This is an optimization exercise on Yosys and OpenROAD, whose aim is small area, a short achievable clock period and few clock cycles per item, not a production implementation. Only simulation tests tie the RTL to the original design; equivalence was not proved. No activity file was given, so power comes from the tool's default toggle rates.

==> inputs of job 6093 <==
Design cpu_alu_with_flags, start of the top module:
module cpu_alu_with_flags (
    input  logic                            aclk,
    input  logic                            aresetn,
    input  logic                            s_tvalid,
    output logic                            s_tready,
    input  logic [cafl_pkg::S_TDATA_W-1:0]  s_tdata,
    output logic                            m_tvalid,
    input  logic                            m_tready,
    output logic [cafl_pkg::M_TDATA_W-1:0]  m_tdata
);
export LEC_CHECK = 0
export CAP_MARGIN = 20
export CORE_MARGIN = 2
export CORE_UTILIZATION = 55
export CTS_CLUSTER_DIAMETER = 80
export CTS_CLUSTER_SIZE = 25
export SETUP_SLACK_MARGIN = 5
export SLEW_MARGIN = 20
create_clock -name core_clock -period 9.0 [get_ports {aclk}]
standard.sh (not shown) runs the stock make flow with config.mk's settings and CLKGATE_MAP_FILE= SYNTH_SCRIPT=/design/flow/synth_recipe.tcl, a recipe that flattens the netlist after the stock synthesis.
==> flow/flow/run.sh <==
#!/bin/bash
# Layout flow: the standard flow (standard.sh: unchanged synthesis and
# steps, the design's clock and I/O constraints), with every port still
# buffered but by a plain buffer (buf_2) rather than the delay buffer the
# port-buffering step picks by default.
set -euo pipefail
bash standard.sh "BUFFER_PORTS_ARGS=-buffer_cell sky130_fd_sc_hd__buf_2" finish > standard_flow.log 2>&1
==> job 6465: changes against job 6093 <==
--- a/flow/design.v
+++ b/flow/design.v
@@ -68,13 +68,13 @@
     localparam int STEPS = 16 / W;
     localparam int VW    = 21;      
     logic [15:0] a_q, l_q;
     logic [16:0] hs_q, hc_q;
     logic        cb_q;
     logic        sgn_q, neg_q;
-    logic [1:0]  cnt_q;         
+    logic [3:0]  cnt_q;
     logic [15:0] sa, sl;
     logic [16:0] shs, shc;
     logic        scb;
     assign sa  = load ? a : a_q;
     assign sl  = load ? b : l_q;
     assign shs = load ? 17'd0 : hs_q;
@@ -96,19 +96,19 @@
     always_ff @(posedge aclk) begin
         if (!aresetn) busy <= 1'b0;
         else if (load) busy <= 1'b1;
         else if (release_i) busy <= 1'b0;
     end
     always_ff @(posedge aclk) begin
-        if (load || cnt_q != 2'(STEPS - 1)) begin
+        if (load || cnt_q != STEPS[3:0]) begin
             a_q   <= sa;
             l_q   <= {low[W-1:0], sl[15:W]};
             hs_q  <= s4[VW-1:W];
             hc_q  <= c4[VW-1:W];
             cb_q  <= low[W];
-            cnt_q <= load ? 2'd0 : cnt_q + 1'b1;
+            cnt_q <= load ? 4'd1 : cnt_q + 1'b1;
         end
         if (load) begin
             sgn_q <= sgn;
             neg_q <= neg;
         end
     end
@@ -236,13 +236,13 @@
     input  logic        release_i,  
     output logic        busy,
     output logic [15:0] res,
     output logic        zf          
 );
     logic [15:0] rem_q, nq_q, den_q;
-    logic [2:0]  cnt_q;         
+    logic [3:0]  cnt_q;
     logic sel_r_q, neg_q_q, neg_r_q;
     logic [17:0] t, r1, r2, r3;
     logic        c1, c2, c3;
     logic [15:0] rem_n;
     logic [1:0]  qd;
     assign t = {rem_q, nq_q[15:14]};
@@ -269,17 +269,17 @@
     end
     always_ff @(posedge aclk) begin
         if (load) begin
             rem_q   <= {12'd0, rem0};
             nq_q    <= num;
             den_q   <= den;
-            cnt_q   <= 3'd1;
+            cnt_q   <= 4'd2;
             sel_r_q <= sel_r;
             neg_q_q <= neg_q;
             neg_r_q <= neg_r;
-        end else if (cnt_q != 3'd7) begin
+        end else if (cnt_q != 4'd8) begin
             rem_q <= rem_n;
             nq_q  <= {nq_q[13:0], qd};
             cnt_q <= cnt_q + 1'b1;
         end
     end
     logic [15:0] dmr, negq;
@@ -387,15 +387,18 @@
         logic       big;      
         logic       dneg;     
         logic       sneg;     
         logic       divop;    
         logic       dsmall;   
         logic       mulop;    
-        logic       f0;       
-        logic       f1;       
-        logic       f2;       
+        logic       sel_r;    
+        logic       negq;
+        logic       negr;
+        logic       msgn;     
+        logic       mneg;     
+        logic       mcin;     
     } ctl_t;
     function automatic ctl_t decode(input logic [4:0] op, input logic [15:0] dv,
                                     input logic [15:0] sv, input logic c);
         ctl_t k;
         logic bigs, sz;
         k = '0;
@@ -418,27 +421,27 @@
                 k.rsel = 8'd1 << R_SUM; k.csel[C_NCO] = 1'b1; k.b_s = 1'b0; k.b_ns = 1'b1;
                 k.cin = !c;
             end
             cafl_pkg::OP_UMUL, cafl_pkg::OP_SMUL, cafl_pkg::OP_MULC: begin
                 k.kind = cafl_pkg::K_MUL;
                 k.mulop = 1'b1;
-                k.f0   = (op == cafl_pkg::OP_SMUL);
+                k.msgn = (op == cafl_pkg::OP_SMUL);
                 k.dneg = (op == cafl_pkg::OP_SMUL) && dv[15];
                 k.sneg = (op == cafl_pkg::OP_SMUL) && sv[15];
-                k.f1   = (op == cafl_pkg::OP_SMUL) && (dv[15] ^ sv[15]);
-                k.f2   = (op == cafl_pkg::OP_MULC) && c;
+                k.mneg = (op == cafl_pkg::OP_SMUL) && (dv[15] ^ sv[15]);
+                k.mcin = (op == cafl_pkg::OP_MULC) && c;
             end
             cafl_pkg::OP_UDIV, cafl_pkg::OP_SDIV, cafl_pkg::OP_UMOD, cafl_pkg::OP_SMOD: begin
                 k.kind  = sz ? cafl_pkg::K_DZ : cafl_pkg::K_DIV;
                 k.divop = 1'b1;
                 k.dneg  = ((op == cafl_pkg::OP_SDIV) || (op == cafl_pkg::OP_SMOD)) && dv[15];
                 k.sneg  = (op == cafl_pkg::OP_SDIV) && sv[15];
                 k.dsmall = k.sneg ? (sv[15:4] == 12'hFFF && sv[3:0] != 4'd0) : (sv[15:4] == 12'd0);
-                k.f0    = (op == cafl_pkg::OP_UMOD) || (op == cafl_pkg::OP_SMOD);
-                k.f1    = (op == cafl_pkg::OP_SDIV) && (dv[15] ^ sv[15]);
-                k.f2    = (op == cafl_pkg::OP_SMOD) && dv[15];
+                k.sel_r = (op == cafl_pkg::OP_UMOD) || (op == cafl_pkg::OP_SMOD);
+                k.negq  = (op == cafl_pkg::OP_SDIV) && (dv[15] ^ sv[15]);
+                k.negr  = (op == cafl_pkg::OP_SMOD) && dv[15];
             end
             cafl_pkg::OP_AND: k.rsel = 8'd1 << R_AND;
             cafl_pkg::OP_OR:  k.rsel = 8'd1 << R_OR;
             cafl_pkg::OP_XOR: k.rsel = 8'd1 << R_XOR;
             cafl_pkg::OP_NOT: k.rsel = 8'd1 << R_NOT;
             cafl_pkg::OP_NEG: k.nega = 1'b1;    
@@ -528,15 +531,15 @@
     cafl_prep #(.W(MW)) u_mul (
         .aclk      (aclk),
         .aresetn   (aresetn),
         .load      (mload_q),
         .a         (num),
         .b         (den),
-        .sgn       (k.f0),
-        .neg       (k.f1),
-        .cin       (k.f2),
+        .sgn       (k.msgn),
+        .neg       (k.mneg),
+        .cin       (k.mcin),
         .release_i (m_rel),
         .busy      (m_busy),
         .res       (m_res),
         .cy        (m_cy)
     );
     logic [NDIV-1:0] dv_busy, dv_load, dv_rel;
@@ -565,15 +568,15 @@
             .aclk      (aclk),
             .aresetn   (aresetn),
             .load      (dv_load[j]),
             .num       ({num[11:0], q2}),
             .rem0      (r2),
             .den       (den),
-            .sel_r     (k.f0),
-            .neg_q     (k.f1),
-            .neg_r     (k.f2),
+            .sel_r     (k.sel_r),
+            .neg_q     (k.negq),
+            .neg_r     (k.negr),
             .release_i (dv_rel[j]),
             .busy      (dv_busy[j]),
             .res       (dv_res[j]),
             .zf        (dv_zf[j])
         );
     end
@@ -596,16 +599,15 @@
     logic [0:0]      wp_n, rp_n;
     logic [NDIV-1:0] dv_busy_n;
     logic            is_mul_n, is_div_n, can_issue_n;
     always_comb begin
         adv_n    = !full_n;
         r1_v_n   = r1_take ? s_tvalid : r1_v;
-        is_mul_n = (r1_take && s_tvalid) ? k_in.mulop : (k.kind == cafl_pkg::K_MUL);
+        is_mul_n = (r1_take && s_tvalid) ? k_in.mulop : k.mulop;
         kind_n   = (r1_take && s_tvalid) ? k_in.kind : k.kind;
-        is_div_n = (r1_take && s_tvalid) ? k_in.divop
-                 : (k.kind == cafl_pkg::K_DIV) || (k.kind == cafl_pkg::K_DZ);
+        is_div_n = (r1_take && s_tvalid) ? k_in.divop : k.divop;
         mt_n     = adv ? dl_t[MXFER-2] : dl_t[MXFER-1];
         dt_n     = adv ? dl_t[DXFER-2] : dl_t[DXFER-1];
         m_busy_n = mload_q ? 1'b1 : m_rel ? 1'b0 : m_busy;
         for (int j = 0; j < NDIV; j++)
             dv_busy_n[j] = dv_load[j] ? 1'b1 : dv_rel[j] ? 1'b0 : dv_busy[j];
         wp_n     = (|dload_q) ? ~wp : wp;
==> job 3358: changes against job 6093 <==
--- a/flow/design.v
+++ b/flow/design.v
@@ -68,13 +68,13 @@
     localparam int STEPS = 16 / W;
     localparam int VW    = 21;      
     logic [15:0] a_q, l_q;
     logic [16:0] hs_q, hc_q;
     logic        cb_q;
     logic        sgn_q, neg_q;
-    logic [1:0]  cnt_q;         
+    logic [3:0]  cnt_q;
     logic [15:0] sa, sl;
     logic [16:0] shs, shc;
     logic        scb;
     assign sa  = load ? a : a_q;
     assign sl  = load ? b : l_q;
     assign shs = load ? 17'd0 : hs_q;
@@ -96,19 +96,19 @@
     always_ff @(posedge aclk) begin
         if (!aresetn) busy <= 1'b0;
         else if (load) busy <= 1'b1;
         else if (release_i) busy <= 1'b0;
     end
     always_ff @(posedge aclk) begin
-        if (load || cnt_q != 2'(STEPS - 1)) begin
+        if (load || cnt_q != STEPS[3:0]) begin
             a_q   <= sa;
             l_q   <= {low[W-1:0], sl[15:W]};
             hs_q  <= s4[VW-1:W];
             hc_q  <= c4[VW-1:W];
             cb_q  <= low[W];
-            cnt_q <= load ? 2'd0 : cnt_q + 1'b1;
+            cnt_q <= load ? 4'd1 : cnt_q + 1'b1;
         end
         if (load) begin
             sgn_q <= sgn;
             neg_q <= neg;
         end
     end
@@ -236,13 +236,13 @@
     input  logic        release_i,  
     output logic        busy,
     output logic [15:0] res,
     output logic        zf          
 );
     logic [15:0] rem_q, nq_q, den_q;
-    logic [2:0]  cnt_q;         
+    logic [3:0]  cnt_q;
     logic sel_r_q, neg_q_q, neg_r_q;
     logic [17:0] t, r1, r2, r3;
     logic        c1, c2, c3;
     logic [15:0] rem_n;
     logic [1:0]  qd;
     assign t = {rem_q, nq_q[15:14]};
@@ -269,17 +269,17 @@
     end
     always_ff @(posedge aclk) begin
         if (load) begin
             rem_q   <= {12'd0, rem0};
             nq_q    <= num;
             den_q   <= den;
-            cnt_q   <= 3'd1;
+            cnt_q   <= 4'd2;
             sel_r_q <= sel_r;
             neg_q_q <= neg_q;
             neg_r_q <= neg_r;
-        end else if (cnt_q != 3'd7) begin
+        end else if (cnt_q != 4'd8) begin
             rem_q <= rem_n;
             nq_q  <= {nq_q[13:0], qd};
             cnt_q <= cnt_q + 1'b1;
         end
     end
     logic [15:0] dmr, negq;
@@ -387,15 +387,18 @@
         logic       big;      
         logic       dneg;     
         logic       sneg;     
         logic       divop;    
         logic       dsmall;   
         logic       mulop;    
-        logic       f0;       
-        logic       f1;       
-        logic       f2;       
+        logic       sel_r;    
+        logic       negq;
+        logic       negr;
+        logic       msgn;     
+        logic       mneg;     
+        logic       mcin;     
     } ctl_t;
     function automatic ctl_t decode(input logic [4:0] op, input logic [15:0] dv,
                                     input logic [15:0] sv, input logic c);
         ctl_t k;
         logic bigs, sz;
         k = '0;
@@ -418,27 +421,27 @@
                 k.rsel = 8'd1 << R_SUM; k.csel[C_NCO] = 1'b1; k.b_s = 1'b0; k.b_ns = 1'b1;
                 k.cin = !c;
             end
             cafl_pkg::OP_UMUL, cafl_pkg::OP_SMUL, cafl_pkg::OP_MULC: begin
                 k.kind = cafl_pkg::K_MUL;
                 k.mulop = 1'b1;
-                k.f0   = (op == cafl_pkg::OP_SMUL);
+                k.msgn = (op == cafl_pkg::OP_SMUL);
                 k.dneg = (op == cafl_pkg::OP_SMUL) && dv[15];
                 k.sneg = (op == cafl_pkg::OP_SMUL) && sv[15];
-                k.f1   = (op == cafl_pkg::OP_SMUL) && (dv[15] ^ sv[15]);
-                k.f2   = (op == cafl_pkg::OP_MULC) && c;
+                k.mneg = (op == cafl_pkg::OP_SMUL) && (dv[15] ^ sv[15]);
+                k.mcin = (op == cafl_pkg::OP_MULC) && c;
             end
             cafl_pkg::OP_UDIV, cafl_pkg::OP_SDIV, cafl_pkg::OP_UMOD, cafl_pkg::OP_SMOD: begin
                 k.kind  = sz ? cafl_pkg::K_DZ : cafl_pkg::K_DIV;
                 k.divop = 1'b1;
                 k.dneg  = ((op == cafl_pkg::OP_SDIV) || (op == cafl_pkg::OP_SMOD)) && dv[15];
                 k.sneg  = (op == cafl_pkg::OP_SDIV) && sv[15];
                 k.dsmall = k.sneg ? (sv[15:4] == 12'hFFF && sv[3:0] != 4'd0) : (sv[15:4] == 12'd0);
-                k.f0    = (op == cafl_pkg::OP_UMOD) || (op == cafl_pkg::OP_SMOD);
-                k.f1    = (op == cafl_pkg::OP_SDIV) && (dv[15] ^ sv[15]);
-                k.f2    = (op == cafl_pkg::OP_SMOD) && dv[15];
+                k.sel_r = (op == cafl_pkg::OP_UMOD) || (op == cafl_pkg::OP_SMOD);
+                k.negq  = (op == cafl_pkg::OP_SDIV) && (dv[15] ^ sv[15]);
+                k.negr  = (op == cafl_pkg::OP_SMOD) && dv[15];
             end
             cafl_pkg::OP_AND: k.rsel = 8'd1 << R_AND;
             cafl_pkg::OP_OR:  k.rsel = 8'd1 << R_OR;
             cafl_pkg::OP_XOR: k.rsel = 8'd1 << R_XOR;
             cafl_pkg::OP_NOT: k.rsel = 8'd1 << R_NOT;
             cafl_pkg::OP_NEG: k.nega = 1'b1;    
@@ -528,15 +531,15 @@
     cafl_prep #(.W(MW)) u_mul (
         .aclk      (aclk),
         .aresetn   (aresetn),
         .load      (mload_q),
         .a         (num),
         .b         (den),
-        .sgn       (k.f0),
-        .neg       (k.f1),
-        .cin       (k.f2),
+        .sgn       (k.msgn),
+        .neg       (k.mneg),
+        .cin       (k.mcin),
         .release_i (m_rel),
         .busy      (m_busy),
         .res       (m_res),
         .cy        (m_cy)
     );
     logic [NDIV-1:0] dv_busy, dv_load, dv_rel;
@@ -565,15 +568,15 @@
             .aclk      (aclk),
             .aresetn   (aresetn),
             .load      (dv_load[j]),
             .num       ({num[11:0], q2}),
             .rem0      (r2),
             .den       (den),
-            .sel_r     (k.f0),
-            .neg_q     (k.f1),
-            .neg_r     (k.f2),
+            .sel_r     (k.sel_r),
+            .neg_q     (k.negq),
+            .neg_r     (k.negr),
             .release_i (dv_rel[j]),
             .busy      (dv_busy[j]),
             .res       (dv_res[j]),
             .zf        (dv_zf[j])
         );
     end
@@ -596,16 +599,15 @@
     logic [0:0]      wp_n, rp_n;
     logic [NDIV-1:0] dv_busy_n;
     logic            is_mul_n, is_div_n, can_issue_n;
     always_comb begin
         adv_n    = !full_n;
         r1_v_n   = r1_take ? s_tvalid : r1_v;
-        is_mul_n = (r1_take && s_tvalid) ? k_in.mulop : (k.kind == cafl_pkg::K_MUL);
+        is_mul_n = (r1_take && s_tvalid) ? k_in.mulop : k.mulop;
         kind_n   = (r1_take && s_tvalid) ? k_in.kind : k.kind;
-        is_div_n = (r1_take && s_tvalid) ? k_in.divop
-                 : (k.kind == cafl_pkg::K_DIV) || (k.kind == cafl_pkg::K_DZ);
+        is_div_n = (r1_take && s_tvalid) ? k_in.divop : k.divop;
         mt_n     = adv ? dl_t[MXFER-2] : dl_t[MXFER-1];
         dt_n     = adv ? dl_t[DXFER-2] : dl_t[DXFER-1];
         m_busy_n = mload_q ? 1'b1 : m_rel ? 1'b0 : m_busy;
         for (int j = 0; j < NDIV; j++)
             dv_busy_n[j] = dv_load[j] ? 1'b1 : dv_rel[j] ? 1'b0 : dv_busy[j];
         wp_n     = (|dload_q) ? ~wp : wp;
==> flow/run.sh (new file) <==
#!/bin/bash
# synth_recipe.tcl (not shown) runs the flow's synth.tcl, then flattens the netlist and writes it again
# the make line also repeats each setting of config.mk as NAME=value (left out here)
make -C /OpenROAD-flow-scripts/flow DESIGN_CONFIG=/design/flow/config.mk WORK_HOME=/design/flow/orfs CLKGATE_MAP_FILE= SYNTH_SCRIPT=/design/flow/synth_recipe.tcl finish
removed: flow/flow/run.sh
removed: flow/standard.sh
==> summary.txt <==
item	job 6465	job 3358	job 6093
Result of the run	no timing/DRC/antenna violations	no timing/DRC/antenna violations	no timing/DRC/antenna violations
Number of synthesized flops with an enable pin	369	369	362
Footprint of the multi-input gates	0.01794 mm^2	0.01794 mm^2	0.01760 mm^2
Multi-input gate count	2,269	2,269	2,236
Wire length on met1	36.72 mm	36.55 mm	35.25 mm
Tmin final	3939 ps	3969 ps	3886 ps
Power Dens Cells	307.3 mW/mm^2	304.2 mW/mm^2	322.6 mW/mm^2
Hold wc startpoint	dl_res[34]	dl_res[19]	dl_res[37]
Sequential cell count	442	442	433
Sequential logic power	3.42 mW	3.42 mW	3.44 mW
Syn avg cell area	10.17 um^2	10.17 um^2	10.12 um^2
Number of clock-tree buffers in the layout	36	35	35
Clock Skew	36.21 ps	31.95 ps	35.48 ps
Total cell area at the placement stage	0.03308 mm^2	0.03340 mm^2	0.03236 mm^2
Switching Share	0.4321	0.4294	0.4313
Testbench counts of job 6093, summed over its fixed seeds: cycles 17,485, items 16,000.
Testbench counts of job 6465, summed over its fixed seeds: cycles 17,485, items 16,000.
Testbench counts of job 3358, summed over its fixed seeds: cycles 17,485, items 16,000.

## afterwards: timing with drivers on the ports
No port has a modelled driver above. Below, the same layouts with a new extraction and two added sets of constraints.
Step 1 sets driving cells, clkbuf_16 on the clock port and buf_2 on the other inputs (assumed; they add their load-dependent delay and slew).
Step 2 adds t to the input delays and takes it off the output delays; t is the mean of the earliest and latest rising clock arrival at the registers after step 1. Input paths then give back, and output paths get back, about the clock's delay inside the block.
Slacks: ideal ports / drivers / drivers and shift; pairs: ideal ports / drivers.
| run | t, ns | slack for setup (ns) | hold WS [ns] | clock arrival spread, ns | slew at the worst register clock pin (ns) |
|---|---|---|---|---|---|
| job 6093 | 0.677 | 5.114 / 5.135 / 4.476 | 0.403 / 0.403 / 0.403 | 0.036 / 0.036 | 0.10 / 0.10 |
| job 6465 | 0.678 | 5.061 / 5.061 / 4.521 | 0.413 / 0.413 / 0.413 | 0.037 / 0.036 | 0.10 / 0.10 |
| job 3358 | 0.690 | 5.031 / 5.031 / 4.438 | 0.416 / 0.416 / 0.416 | 0.034 / 0.034 | 0.10 / 0.10 |
After both steps every run listed still meets setup and hold. For job 6093, which loses most, drivers alone change the setup slack by +0.021 ns; drivers and shift together by -0.638 ns.
